Context: an optimization exercise on an open-source flow, tuned for small area and a short achievable clock period. The choices shown serve that exercise and are no tape-out recipe. Where RTL was checked, it was by simulation tests only, not by an equivalence proof against the original. Function not checked in run 2: the RTL went through the layout flow alone. The clock port is modelled as an ideal driver; clocking choices that lean on that would not hold on a real chip. Power is estimated from default activity; no workload was simulated.

## flow/design.v (module list and top-level ports; edited modules follow where they fit)
// module bin_mult: 3466 lines
module bin_mult #(
  parameter int WIDTH  = 32,
  parameter int STAGES = 4
) (
  input  logic               CLK,
  input  logic               rst_n,
  input  logic [WIDTH-1:0]   A,
  input  logic [WIDTH-1:0]   B,
  output logic [2*WIDTH-1:0] C
);
  // ...
==> flow/flow/run.sh <==
#!/bin/bash
# Own layout flow: the standard synthesis, then a polarity pass over the mapped
# netlist (flow/polarity.py: flips full adders and 2-input gates to remove
# inverters; same registers, same function), then the standard layout steps
# with the make settings listed one per line in flow/extra.txt, and a hook
# after CTS (flow/post_cts.tcl) that lets the clock port drive the first level
# of the clock tree directly.
set -uo pipefail
R=orfs/results/sky130hd/bin_mult/base
EXTRA=()
if [[ -f flow/extra.txt ]]; then readarray -t EXTRA < <(grep -v '^\s*$' flow/extra.txt); fi
bash standard.sh synth > log_synth.txt 2>&1 || { tail -20 log_synth.txt; exit 1; }
cp $R/1_2_yosys.v $R/1_2_yosys_standard.v
python3 flow/polarity.py $R/1_2_yosys_standard.v $R/1_2_yosys_polarity.v > log_polarity.txt 2>&1 || { cat log_polarity.txt; exit 1; }
cp $R/1_2_yosys_polarity.v $R/1_2_yosys.v
rm -f $R/1_synth.odb
bash standard.sh finish "POST_CTS_TCL=$PWD/flow/post_cts.tcl" "${EXTRA[@]}" > log_layout.txt 2>&1 || { tail -20 log_layout.txt; exit 1; }
==> flow/flow/extra.txt <==
SETUP_SLACK_MARGIN=6.2
BUFFER_PORTS_ARGS=-buffer_cell sky130_fd_sc_hd__buf_1
==> flow/flow/polarity.py <==
#!/usr/bin/env python3
"""Re-choose signal polarities in a mapped sky130hd netlist to remove inverters.

A full adder is self-dual: FA(~a,~b,~c) = (~sum, ~cout). So each fa_1 may be
flipped (fed the complements of its inputs, giving the complements of its
outputs). A 2-input AND/OR-type gate may take complemented inputs and/or give a
complemented output (and2, nand2, nor2, or2 are one function under the four
choices), and an XOR-type gate may give a complemented output (xor2, xnor2).
Half adders are split into an XOR-type and an AND-type gate first. Inverter
chains are collapsed, the choices are made to minimise the area of the gates
and of the inverters still needed, and those inverters are re-created.
Registers, ports and all other cells keep their function and connections.

usage: polarity.py in.v out.v
"""
import re, sys, random
from collections import defaultdict

PFX = 'sky130_fd_sc_hd__'
AREA = {'inv_1': 3.7536, 'and2_1': 6.256, 'nand2_1': 3.7536, 'or2_1': 6.256,
        'nor2_1': 3.7536, 'xor2_1': 8.7584, 'xnor2_1': 8.7584}
OUTPIN = {'and2_1': 'X', 'nand2_1': 'Y', 'or2_1': 'X', 'nor2_1': 'Y',
          'xor2_1': 'X', 'xnor2_1': 'Y'}
# (input flip, output flip) -> cell, for each starting cell
AO = {
    'and2_1':  {(0, 0): 'and2_1', (0, 1): 'nand2_1', (1, 0): 'nor2_1', (1, 1): 'or2_1'},
    'nand2_1': {(0, 0): 'nand2_1', (0, 1): 'and2_1', (1, 0): 'or2_1', (1, 1): 'nor2_1'},
    'or2_1':   {(0, 0): 'or2_1', (0, 1): 'nor2_1', (1, 0): 'nand2_1', (1, 1): 'and2_1'},
    'nor2_1':  {(0, 0): 'nor2_1', (0, 1): 'or2_1', (1, 0): 'and2_1', (1, 1): 'nand2_1'},
    'xor2_1':  {(0, 0): 'xor2_1', (0, 1): 'xnor2_1', (1, 0): 'xor2_1', (1, 1): 'xnor2_1'},
    'xnor2_1': {(0, 0): 'xnor2_1', (0, 1): 'xor2_1', (1, 0): 'xnor2_1', (1, 1): 'xor2_1'},
}
OUTPINS = {'X', 'Y', 'Q', 'Q_N', 'SUM', 'COUT', 'HI', 'LO'}

def short(t): return t[len(PFX):] if t.startswith(PFX) else t

src = open(sys.argv[1]).read()
first = src.find('  ' + PFX)
header = src[:first]
foot = src.rfind('endmodule')
body = src[first:foot]
cell_re = re.compile(r'\s*(\S+)\s+(\S+)\s*\((.*?)\);', re.S)
pin_re = re.compile(r'\.(\w+)\(\s*((?:\\\S+|[^()\s])+(?:\s*\[\d+\])?)\s*\)')
cells = []
for cm in cell_re.finditer(body):
    cells.append([cm.group(1), cm.group(2), [(p, n.strip()) for p, n in pin_re.findall(cm.group(3))]])
assert body.count(PFX) == len(cells), "parse mismatch"
assert 'assign' not in body

ports = set(mm.group(3) for mm in re.finditer(r'^\s*(input|output)\s+(\[\d+:\d+\]\s+)?(\S+);', header, re.M))
def is_port(net): return net.split('[')[0].strip() in ports

# split half adders
split = []
for typ, name, pl in cells:
    if short(typ) == 'ha_1':
        d = dict(pl)
        split.append([PFX + 'xor2_1', name + 'x', [('A', d['A']), ('B', d['B']), ('X', d['SUM'])]])
        split.append([PFX + 'and2_1', name + 'a', [('A', d['A']), ('B', d['B']), ('X', d['COUT'])]])
    else:
        split.append([typ, name, pl])
cells = split

driver = {}
for ci, (typ, name, pl) in enumerate(cells):
    for p, n in pl:
        if p in OUTPINS: driver[n] = ci
transp = set(ci for ci, (typ, name, pl) in enumerate(cells)
             if short(typ) == 'inv_1' and not is_port(dict(pl)['Y']))
memo = {}
def root(net):
    if net in memo: return memo[net]
    ci = driver.get(net)
    if ci is not None and ci in transp:
        r, ph = root(dict(cells[ci][2])['A'])
        res = (r, ph ^ 1)
    else:
        res = (net, 0)
    memo[net] = res
    return res

# variables: FA -> one var (in = out); gates -> in var and out var
nv = 0
invar, outvar = {}, {}
for ci, (typ, name, pl) in enumerate(cells):
    st = short(typ)
    if st == 'fa_1':
        invar[ci] = outvar[ci] = nv; nv += 1
    elif st in AO:
        invar[ci] = nv; outvar[ci] = nv + 1; nv += 2
x = [0] * nv
cons = defaultdict(list)
for ci, (typ, name, pl) in enumerate(cells):
    if ci in transp: continue
    for p, n in pl:
        if p in OUTPINS: continue
        r, ph = root(n)
        cons[r].append((ci, ph))
port_need = defaultdict(set)
for n in list(driver):
    if is_port(n):
        r, ph = root(n)
        if (r, ph) != (n, 0): port_need[r].add(ph)

def xd(r):
    ci = driver.get(r)
    v = outvar.get(ci) if ci is not None else None
    return x[v] if v is not None else 0
def xc(ci):
    v = invar.get(ci)
    return x[v] if v is not None else 0
def need_inv(r):
    d = xd(r)
    for (ci, ph) in cons[r]:
        if ph ^ d ^ xc(ci): return True
    for ph in port_need.get(r, ()):
        if ph ^ d: return True
    return False
def cell_area(ci):
    st = short(cells[ci][0])
    if st not in AO: return 0.0
    return AREA[AO[st][(x[invar[ci]], x[outvar[ci]])]]
roots_of_var = defaultdict(set)
cells_of_var = defaultdict(set)
for ci in invar:
    for p, n in cells[ci][2]:
        if p in OUTPINS: roots_of_var[outvar[ci]].add(n)
        else: roots_of_var[invar[ci]].add(root(n)[0])
    cells_of_var[invar[ci]].add(ci); cells_of_var[outvar[ci]].add(ci)
allroots = set(cons) | set(port_need)
def total():
    return sum(AREA['inv_1'] for r in allroots if need_inv(r)) + sum(cell_area(ci) for ci in invar)
def local_cost(v):
    return sum(AREA['inv_1'] for r in roots_of_var[v] if need_inv(r)) + sum(cell_area(ci) for ci in cells_of_var[v])
def search():
    improved, it = True, 0
    while improved and it < 50:
        improved = False; it += 1
        for v in range(nv):
            c0 = local_cost(v); x[v] ^= 1
            if local_cost(v) < c0 - 1e-9: improved = True
            else: x[v] ^= 1
    return total()

t0 = total()
is_fa = lambda ci: short(cells[ci][0]) == 'fa_1'
adj = defaultdict(list)
for r, lst in cons.items():
    d = driver.get(r)
    if d is None or not is_fa(d): continue
    for (ci, ph) in lst:
        if is_fa(ci):
            adj[outvar[d]].append((invar[ci], ph)); adj[invar[ci]].append((outvar[d], ph))
comp, comps = {}, []
for ci in invar:
    v0 = invar[ci]
    if not is_fa(ci) or v0 in comp: continue
    cid = len(comps); comps.append([v0]); comp[v0] = cid
    stack = [v0]
    while stack:
        u = stack.pop()
        for (w, ph) in adj[u]:
            if w not in comp:
                comp[w] = cid; x[w] = x[u] ^ ph; comps[-1].append(w); stack.append(w)
gate_vars = [v for ci in invar if not is_fa(ci) for v in (invar[ci], outvar[ci])]
def gate_fix():
    for _ in range(3):
        for v in gate_vars:
            c0 = local_cost(v); x[v] ^= 1
            if local_cost(v) >= c0 - 1e-9: x[v] ^= 1
for vs in comps:
    gate_fix(); c0 = total()
    for v in vs: x[v] ^= 1
    gate_fix()
    if total() >= c0 - 1e-9:
        for v in vs: x[v] ^= 1
best = (search(), list(x))
x[:] = best[1]
t1 = total()

# rebuild
newinv, out_cells = {}, []
def phys(r, ph):
    if ph == 0: return r
    if r not in newinv: newinv[r] = f"_pol{len(newinv)}_"
    return newinv[r]
for ci, (typ, name, pl) in enumerate(cells):
    if ci in transp: continue
    st = short(typ)
    npl = []
    for p, n in pl:
        if p in OUTPINS: npl.append((p, n)); continue
        r, ph = root(n)
        npl.append((p, phys(r, ph ^ xd(r) ^ xc(ci))))
    if st in AO:
        nt = AO[st][(x[invar[ci]], x[outvar[ci]])]
        npl = [((OUTPIN[nt] if p in OUTPINS else p), n) for p, n in npl]
        typ = PFX + nt
    out_cells.append((typ, name, npl))
for r, nm in newinv.items():
    out_cells.append((PFX + 'inv_1', nm + 'i', [('A', r), ('Y', nm)]))
lines = [header.rstrip('\n')]
lines += [f"  wire {nm};" for nm in newinv.values()]
for typ, name, pl in out_cells:
    lines.append(f"  {typ} {name} (")
    lines.append(",\n".join(f"    .{p}({n}{' ' if n.startswith(chr(92)) else ''})" for p, n in pl))
    lines.append("  );")
lines.append("endmodule")
open(sys.argv[2], 'w').write("\n".join(lines) + "\n")
sys.stderr.write(f"polarity: {len(comps)} FA groups; inverters {len(transp)} -> {len(newinv)}; "
                 f"flexible-cell area {t0:.0f} -> {t1:.0f} ({t1 - t0:+.0f} um2)\n")
==> flow/flow/post_cts.tcl <==
set block [ord::get_db_block]
set root [$block findInst clkbuf_0_CLK]
if {$root != "NULL"} {
  set clk_net [[$root findITerm A] getNet]
  set out_net [[$root findITerm X] getNet]
  set loads {}
  foreach it [$out_net getITerms] {
    if {[$it getInst] != $root} { lappend loads $it }
  }
  if {[llength $loads] <= 4 && [llength [$out_net getBTerms]] == 0} {
    foreach it $loads {
      $it disconnect
      $it connect $clk_net
    }
    odb::dbInst_destroy $root
    odb::dbNet_destroy $out_net
    puts "post_cts: removed root clock buffer, port drives [llength $loads] buffers"
    estimate_parasitics -placement
    repair_timing_helper
    detailed_placement
    check_placement -verbose
  } else {
    puts "post_cts: root buffer has [llength $loads] loads, kept"
  }
}
==> flow/standard.sh <==
#!/bin/bash
# synth_recipe.tcl (not shown) runs the flow's synth.tcl, then flattens the netlist and writes it again
# the make line also repeats each setting of config.mk as NAME=value (left out here)
make -C /OpenROAD-flow-scripts/flow DESIGN_CONFIG=/design/flow/config.mk WORK_HOME=/design/flow/orfs CLKGATE_MAP_FILE= SYNTH_SCRIPT=/design/flow/synth_recipe.tcl "${@:-finish}"
==> flow/config.mk <==
export PLATFORM = sky130hd
export DESIGN_NAME = bin_mult
export DESIGN_NICKNAME = bin_mult
export VERILOG_FILES = /design/flow/design.v
export SDC_FILE = /design/flow/constraint.sdc
export NUM_CORES = 4
export LEC_CHECK = 0
export CAP_MARGIN = 20
export CORE_MARGIN = 2
export CORE_UTILIZATION = 60
export CTS_CLUSTER_DIAMETER = 80
export CTS_CLUSTER_SIZE = 24
export PLACE_DENSITY = 0.7
export SLEW_MARGIN = 20
==> flow/constraint.sdc <==
create_clock -name core_clock -period 9.0 [get_ports {CLK}]
set_input_delay 1.8000 -clock core_clock [delete_from_list [all_inputs] [get_ports {CLK}]]
set_output_delay 1.8000 -clock core_clock [all_outputs]
set_load 0.01 [all_outputs]
==> flow_summary_export.csv, run 1 <==
group,metric,value,unit
die,initial_utilization,60.51,%
layout,seq_cells,578,
min_path,hold_path.class,"flip-flop to flip-flop",
route,ant_nets,0,
logic_synthesis,synth_area,34780,µm²
timing,rsz0062_at_grt,"yes",
job,drv_cap,0,
layout,fin_area,38120,µm²
logic_synthesis,synthesis.nets,3500,
worst_setup_path,worst_r2r_startpoint,"b1_r[39]",
layout,nNonClkInverters,44,
run_status,status,"timing/DRC/antenna clean",
worst_setup_path,rrSetupSlack,6190,ps
power,leakage,14.77,nW
timing,period_minus_slack,2811,ps
worst_setup_path,path_delay_family,"adder cells",
power,report.power.total,0.01383,W
route,wl_met2,45.58,mm
layout,largest-register,"C",
timing,tightest_slew,895.2,ps
layout,seqCellArea,12070,µm²
die,io_pins,130,
layout,final_cell_mix,"508 x xor2_1, 496 x a22oi_1, 489 x fa_1",
route,route.vias.total,23750,
global_route,grt_use_met1,41.65,%
layout,mostFrequentLayoutCell,"xor2_1",
timing,timing.fmax,0.3558,GHz
layout,nClkBuffers,45,
clock_tree,cts_tree,"built",
global_route,grt_antenna_before_repair,2,
==> run 2, diff against run 1 <==
--- a/flow/design.v
+++ b/flow/design.v
@@ -5,16 +5,17 @@
   input  logic               CLK,
   input  logic               rst_n,
   input  logic [WIDTH-1:0]   A,
   input  logic [WIDTH-1:0]   B,
   output logic [2*WIDTH-1:0] C
 );
   logic [31:0] a_r;
   logic [48:0] b_r;
+  logic [31:0] braw_r;
   logic [3:0]  v_r;
   logic [63:0] prod;
   logic [0:0] h1_0;
   logic [0:0] h1_1;
   logic [0:0] h1_2;
   logic [0:0] h1_3;
   logic [0:0] h1_4;
   logic [3:0] h1_5;
@@ -736,16 +737,56 @@
   logic s267;
   logic c268;
   assign s267 = ~(~b_r[12]) ^ ~(((b_r[16] & a_r[31]) | (b_r[17] & a_r[30])) ^ b_r[15]) ^ c266;
   assign c268 = (~(~b_r[12]) & ~(((b_r[16] & a_r[31]) | (b_r[17] & a_r[30])) ^ b_r[15])) | (~(~b_r[12]) & c266) | (~(((b_r[16] & a_r[31]) | (b_r[17] & a_r[30])) ^ b_r[15]) & c266);
   logic s269;
   logic c270;
   assign s269 = 1'b0 ^ ~(((b_r[17] & a_r[31])) ^ b_r[15]) ^ c268;
   assign c270 = (1'b0 & ~(((b_r[17] & a_r[31])) ^ b_r[15])) | (1'b0 & c268) | (~(((b_r[17] & a_r[31])) ^ b_r[15]) & c268);
+  logic e6_n, e6_o, e6_t;
+  assign e6_n = braw_r[13];
+  assign e6_o = braw_r[12] ^ braw_r[11];
+  assign e6_t = (braw_r[13] & ~braw_r[12] & ~braw_r[11]) | (~braw_r[13] & braw_r[12] & braw_r[11]);
+  logic e7_n, e7_o, e7_t;
+  assign e7_n = braw_r[15];
+  assign e7_o = braw_r[14] ^ braw_r[13];
+  assign e7_t = (braw_r[15] & ~braw_r[14] & ~braw_r[13]) | (~braw_r[15] & braw_r[14] & braw_r[13]);
+  logic e8_n, e8_o, e8_t;
+  assign e8_n = braw_r[17];
+  assign e8_o = braw_r[16] ^ braw_r[15];
+  assign e8_t = (braw_r[17] & ~braw_r[16] & ~braw_r[15]) | (~braw_r[17] & braw_r[16] & braw_r[15]);
+  logic e9_n, e9_o, e9_t;
+  assign e9_n = braw_r[19];
+  assign e9_o = braw_r[18] ^ braw_r[17];
+  assign e9_t = (braw_r[19] & ~braw_r[18] & ~braw_r[17]) | (~braw_r[19] & braw_r[18] & braw_r[17]);
+  logic e10_n, e10_o, e10_t;
+  assign e10_n = braw_r[21];
+  assign e10_o = braw_r[20] ^ braw_r[19];
+  assign e10_t = (braw_r[21] & ~braw_r[20] & ~braw_r[19]) | (~braw_r[21] & braw_r[20] & braw_r[19]);
+  logic e11_n, e11_o, e11_t;
+  assign e11_n = braw_r[23];
+  assign e11_o = braw_r[22] ^ braw_r[21];
+  assign e11_t = (braw_r[23] & ~braw_r[22] & ~braw_r[21]) | (~braw_r[23] & braw_r[22] & braw_r[21]);
+  logic e12_n, e12_o, e12_t;
+  assign e12_n = braw_r[25];
+  assign e12_o = braw_r[24] ^ braw_r[23];
+  assign e12_t = (braw_r[25] & ~braw_r[24] & ~braw_r[23]) | (~braw_r[25] & braw_r[24] & braw_r[23]);
+  logic e13_n, e13_o, e13_t;
+  assign e13_n = braw_r[27];
+  assign e13_o = braw_r[26] ^ braw_r[25];
+  assign e13_t = (braw_r[27] & ~braw_r[26] & ~braw_r[25]) | (~braw_r[27] & braw_r[26] & braw_r[25]);
+  logic e14_n, e14_o, e14_t;
+  assign e14_n = braw_r[29];
+  assign e14_o = braw_r[28] ^ braw_r[27];
+  assign e14_t = (braw_r[29] & ~braw_r[28] & ~braw_r[27]) | (~braw_r[29] & braw_r[28] & braw_r[27]);
+  logic e15_n, e15_o, e15_t;
+  assign e15_n = braw_r[31];
+  assign e15_o = braw_r[30] ^ braw_r[29];
+  assign e15_t = (braw_r[31] & ~braw_r[30] & ~braw_r[29]) | (~braw_r[31] & braw_r[30] & braw_r[29]);
   logic s271;
   logic c272;
   assign s271 = h1_5[0] ^ h1_5[1] ^ h1_5[2];
   assign c272 = (h1_5[0] & h1_5[1]) | (h1_5[0] & h1_5[2]) | (h1_5[1] & h1_5[2]);
   logic s273;
   logic c274;
   assign s273 = ~(h1_5[3] ^ s271);
   assign c274 = h1_5[3] | s271;
@@ -3047,17 +3088,55 @@
   assign xs[45] = p0[45] ^ pg1336;
   assign xs[46] = p0[46] ^ pg1338;
   assign xs[47] = p0[47] ^ pg1340;
   assign xs[48] = p0[48] ^ pg1342;
   assign xs[49] = p0[49] ^ pg1344;
   assign prod = {~xs[49], ~xs[48], ~xs[47], ~xs[46], ~xs[45], ~xs[44], ~xs[43], ~xs[42], ~xs[41], ~xs[40], ~xs[39], ~xs[38], ~xs[37], ~xs[36], ~xs[35], ~xs[34], ~xs[33], ~xs[32], ~xs[31], ~xs[30], ~xs[29], ~xs[28], ~xs[27], ~xs[26], ~xs[25], ~xs[24], ~xs[23], ~xs[22], ~xs[21], ~xs[20], ~xs[19], ~xs[18], ~xs[17], ~xs[16], ~xs[15], ~xs[14], ~xs[13], ~xs[12], ~xs[11], ~xs[10], ~xs[9], ~xs[8], ~xs[7], ~xs[6], ~xs[5], ~xs[4], ~xs[3], ~xs[2], ~xs[1], ~xs[0], ~h3_13[0], ~h3_12[0], ~h3_11[0], ~h3_10[0], ~h3_9[0], ~h3_8[0], ~h3_7[0], ~h3_6[0], ~h3_5[0], ~h3_4[0], ~h3_3[0], ~h3_2[0], ~h3_1[0], ~h3_0[0]};
   always_ff @(posedge CLK) begin
     a_r <= A;
-    b_r <= b_enc;
+    b_r[0] <= b_enc[0];
+    b_r[1] <= b_enc[1];
+    b_r[2] <= b_enc[2];
+    b_r[3] <= b_enc[3];
+    b_r[4] <= b_enc[4];
+    b_r[5] <= b_enc[5];
+    b_r[6] <= b_enc[6];
+    b_r[7] <= b_enc[7];
+    b_r[8] <= b_enc[8];
+    b_r[9] <= b_enc[9];
+    b_r[10] <= b_enc[10];
+    b_r[11] <= b_enc[11];
+    b_r[12] <= b_enc[12];
+    b_r[13] <= b_enc[13];
+    b_r[14] <= b_enc[14];
+    b_r[15] <= b_enc[15];
+    b_r[16] <= b_enc[16];
+    b_r[17] <= b_enc[17];
+    braw_r[11] <= B[11];
+    braw_r[12] <= B[12];
+    braw_r[13] <= B[13];
+    braw_r[14] <= B[14];
+    braw_r[15] <= B[15];
+    braw_r[16] <= B[16];
+    braw_r[17] <= B[17];
+    braw_r[18] <= B[18];
+    braw_r[19] <= B[19];
+    braw_r[20] <= B[20];
+    braw_r[21] <= B[21];
+    braw_r[22] <= B[22];
+    braw_r[23] <= B[23];
+    braw_r[24] <= B[24];
+    braw_r[25] <= B[25];
+    braw_r[26] <= B[26];
+    braw_r[27] <= B[27];
+    braw_r[28] <= B[28];
+    braw_r[29] <= B[29];
+    braw_r[30] <= B[30];
+    braw_r[31] <= B[31];
     h1_0[0] <= s1;
     h1_1[0] <= s3;
     h1_2[0] <= s7;
     h1_3[0] <= s11;
     h1_4[0] <= s17;
     h1_5[0] <= c14;
     h1_5[1] <= s19;
     h1_5[2] <= c16;
@@ -3135,47 +3214,47 @@
     h1_40[0] <= c262;
     h1_40[1] <= s265;
     h1_40[2] <= c264;
     h1_41[0] <= s267;
     h1_42[0] <= s269;
     h1_43[0] <= ~(~b_r[15]);
     h1_43[1] <= c270;
     a1_r <= a_r;
-    b1_r[18] <= b_r[18];
-    b1_r[19] <= b_r[19];
-    b1_r[20] <= b_r[20];
-    b1_r[21] <= b_r[21];
-    b1_r[22] <= b_r[22];
-    b1_r[23] <= b_r[23];
-    b1_r[24] <= b_r[24];
-    b1_r[25] <= b_r[25];
-    b1_r[26] <= b_r[26];
-    b1_r[27] <= b_r[27];
-    b1_r[28] <= b_r[28];
-    b1_r[29] <= b_r[29];
-    b1_r[30] <= b_r[30];
-    b1_r[31] <= b_r[31];
-    b1_r[32] <= b_r[32];
-    b1_r[33] <= b_r[33];
-    b1_r[34] <= b_r[34];
-    b1_r[35] <= b_r[35];
-    b1_r[36] <= b_r[36];
-    b1_r[37] <= b_r[37];
-    b1_r[38] <= b_r[38];
-    b1_r[39] <= b_r[39];
-    b1_r[40] <= b_r[40];
-    b1_r[41] <= b_r[41];
-    b1_r[42] <= b_r[42];
-    b1_r[43] <= b_r[43];
-    b1_r[44] <= b_r[44];
-    b1_r[45] <= b_r[45];
-    b1_r[46] <= b_r[46];
-    b1_r[47] <= b_r[47];
-    b1_r[48] <= b_r[48];
+    b1_r[18] <= e6_n;
+    b1_r[19] <= e6_o;
+    b1_r[20] <= e6_t;
+    b1_r[21] <= e7_n;
+    b1_r[22] <= e7_o;
+    b1_r[23] <= e7_t;
+    b1_r[24] <= e8_n;
+    b1_r[25] <= e8_o;
+    b1_r[26] <= e8_t;
+    b1_r[27] <= e9_n;
+    b1_r[28] <= e9_o;
+    b1_r[29] <= e9_t;
+    b1_r[30] <= e10_n;
+    b1_r[31] <= e10_o;
+    b1_r[32] <= e10_t;
+    b1_r[33] <= e11_n;
+    b1_r[34] <= e11_o;
+    b1_r[35] <= e11_t;
+    b1_r[36] <= e12_n;
+    b1_r[37] <= e12_o;
+    b1_r[38] <= e12_t;
+    b1_r[39] <= e13_n;
+    b1_r[40] <= e13_o;
+    b1_r[41] <= e13_t;
+    b1_r[42] <= e14_n;
+    b1_r[43] <= e14_o;
+    b1_r[44] <= e14_t;
+    b1_r[45] <= e15_n;
+    b1_r[46] <= e15_o;
+    b1_r[47] <= e15_t;
+    b1_r[48] <= braw_r[31];
     h2_0[0] <= h1_0[0];
     h2_1[0] <= h1_1[0];
     h2_2[0] <= h1_2[0];
     h2_3[0] <= h1_3[0];
     h2_4[0] <= h1_4[0];
     h2_5[0] <= s273;
     h2_6[0] <= s277;
     h2_7[0] <= s281;
==> run 2 against run 1 <==
Synthesized cell count decreased by 0.78%. Die area decreased by 1.1%. Clock power about the same. Global-route usage increased by 0.32 points. Sequential power about the same. Flip-flop and latch count decreased by 10. Utilization increased by 0.35 points. Critical endpoint is now C[57]. Largest power group unchanged.
==> flow_summary_export.csv, run 2 <==
group,metric,value,unit
worst_setup_path,path_buf_inv,0,
global_route,first_global_vias,24830,
power,clkPwrFrac,12.3,%
min_path,hold_path.class,"flip-flop to flip-flop",
power,leakage,14.53,nW
logic_synthesis,synthesis.nets,3477,
die,io_pins,130,
timing,tns,0,ps
placed_design,routabilityCongestion,0.8863,
timing,rsz0062_at_grt,"yes",
worst_setup_path,worstReg2RegEnd,"C[57]",
route,drt-pass1-iter-count,8,
timing,slew_viol_final,0,
layout,post-route-util,66.68,%
layout,largestRegisters,"C x64, a1_r x32, a_r x32",
die,dieArea,59240,µm²
route,wl_met2,42.32,mm
layout,mostFrequentLayoutCell,"xor2_1",
route,wl_met3,15.07,mm
worst_setup_path,worstSetupPathType,"flip-flop to flip-flop",
timing,skew,33.47,ps
global_route,grt_pass1_wl,149.5,mm
route,drt_iter0_markers,3322,
worst_setup_path,path_delay_family,"compound AO/OA/AOI/OAI gates",
worst_setup_path,cpPeakStageDelay,350,ps
layout,final_cell_mix,"516 x xor2_1, 496 x a22oi_1, 485 x fa_1",
layout,largest-register,"C",
power,vdd.ir_drop.worst,0.1977,mV
timing,relSlewSlack,37.96,%
layout,nFillCells,4150,
logic_synthesis,synth_area,34390,µm²
route,top_layer_used,"met5",
timing,tightest_slew,929.3,ps
die,core-area,56500,µm²
clock_tree,clkLatencyLatePin,410,ps
timing,period_minus_slack,2974,ps
min_path,hold_start,"h2_7",
global_route,grt_antenna_before_repair,3,
run_status,status,"timing/DRC/antenna clean",
worst_setup_path,rrSetupSlack,6030,ps
layout,largest_register_ffs,64,
route,route.vias.total,23730,
die,initial_utilization,60.86,%
logic_synthesis,syn_inst,2917,
clock_tree,cts_sinks,568,
timing,finalCritPeriodShare,33.05,%
power,power_density,373.1,nW/µm²
die,die_y,243.4,µm
power,p_comb_share,56.2,%
route,ant_nets,0,
route,wl_met1,37.11,mm
route,wl_per_cell,26.98,µm
global_route,grt_use_total,33.14,%
timing,hold_viol,0,
logic_synthesis,avgSynthCellArea,11.79,µm²
layout,drive_above_1_share,10.06,%
worst_setup_path,slowest_stage,"fa_2",
worst_setup_path,cp.arrival,3290,ps
power,p_seq_share,31.5,%
worst_setup_path,critPathLaunchType,"flip-flop",
clock_tree,cts.clk_slew.worst_paths,100,ps
timing,timing.fmax,0.3362,GHz
layout,final_nets,3466,
job,drv_cap,0,
global_route,grt.overflow.total,0,
min_path,min_to,"h3_7",
worst_setup_path,worst_r2r_startpoint,"h3_14[1]",
logic_synthesis,ys_warn_count,1,
die,dieWidth,243.4,µm
placed_design,port_buffers,129,
layout,syn_to_final_growth,9.552,%
timing,setup_viol,0,
die,num_rows,87,
route,drc,0,
worst_setup_path,r2r_cells,10,
placed_design,hpwlAfterDp,61.56,mm
worst_setup_path,critPathCaptureType,"flip-flop",
power,netSwitchingPower,0.006073,W
route,vias_per_cell,6.433,
min_path,holdPathStages,0,
power,swShare,43.20,%
worst_setup_path,worstPathCellList,"or2_1 -> fa_2 -> a21o_1 -> and4_4 -> o311a_4 -> o2111ai_4 -> a211oi_4 -> o31a_1 -> nor3_2 -> mux2i_1",
global_route,grt_start_max_net_pins,69,
clock_tree,cts_tree,"built",
route,totalWireLength,99.50,mm
worst_setup_path,crit_fanout,6,
power,internal_power,0.007983,W
worst_setup_path,crit_required,9310,ps
-- run 2: changes by cell type in the layout (fill, tap and decap cells not counted), sizes merged, moves of 4 or more --
| cell | change |
|---|---|
| buf | -12 |
| dfxtp | -10 |
| nor2 | +8 |
| a21o | -6 |
| inv | +6 |
| nand2b | -6 |
| nand2 | +5 |
| xor2 | +5 |
| a21oi | -4 |
| mux2i | -4 |
-- run 2: worst max path at each step --
stage                     cells after the start  startpoint       end
final                                        10    h3_14[1]     C[57]
after floorplan                               6      b_r[6]  h1_18[1]
after detailed placement                      6    b1_r[36]  h2_55[1]
after global placement                        6    b1_r[36]  h2_55[1]
after global routing                         10    h3_31[0]     C[57]
-- run 2: final cells by class --
cell class | count | area (µm²) | share of cell area [%]
well taps | 756 | 945.9 | 2.511
flip-flops and latches | 568 | 11920 | 31.65
multi-input cells | 2046 | 21880 | 58.09
repair buffers | 212 | 1577 | 4.185
clock inverters | 19 | 255.2 | 0.6776
inverters | 43 | 180.2 | 0.4783
clock buffers | 43 | 905.9 | 2.405
diodes | 1 | 2.502 | 0.006643
-- run 2: layer usage --
metal / vias to the layer above / track usage, %
met1: 11790 / 45.16
met2: 1837 / 47.50
met4: 8 / 12.92
met5: - / 0
li1: 9681 / -
met3: 409 / 13.31
-- run 2: stage by stage --
stage	total power, W	setup WS (ps)	instance area [µm²]	hold slack, ps	cells
detailed placement	0.01168	5520	35120	312.1	3574
global placement	0.01134	5524	35110	310.8	3574
floorplan	0.008972	6204	34400	309.6	2917
global route	0.01510	5934	37670	328.9	3687
finish	0.01406	6026	37670	328.4	3688
-- run 2: worst register-to-register path, cell delays in order (launching register included) --
cell,delay (ps)
dfxtp_2,320
or2_1,230
fa_2,350
a21o_1,180
and4_4,200
o311a_4,330
o2111ai_4,290
a211oi_4,140
o31a_1,350
nor3_2,220
mux2i_1,270
-- run 2: power groups by stage --
stage | registers, W | logic (W) | clock network (W)
after detailed placement | 0.00448 | 0.00720 | 0
after floorplan | 0.00422 | 0.00475 | 0
after global routing | 0.00454 | 0.00871 | 0.00185
after global placement | 0.00445 | 0.00690 | 0
final | 0.00443 | 0.00790 | 0.00172

-- what the ideal ports hide --
The flow's constraints put no driver on any port. The routed layouts listed below were extracted and timed again, unchanged, in two steps. Step 1: set_driving_cell puts a clkbuf_16 on CLK and a buf_2 on each other input, an assumption about the parent block. Step 2 adds t to the input delays and takes it off the output delays; t is the mean of the earliest and latest rising clock arrival at the registers after step 1. Input paths then give back, and output paths get back, about the clock's delay inside the block. Three values: ideal, step 1, step 2; two values: the first two.
run	t, ns	setup slack, ns	worst register clock-pin slew, ns	pins driven straight from the clock port
run 1	0.512	6.189 / 6.165 / 6.190	0.09 / 0.09	4
run 2	0.519	6.026 / 6.026 / 6.026	0.10 / 0.10	4
After both steps every run listed still meets setup and hold.
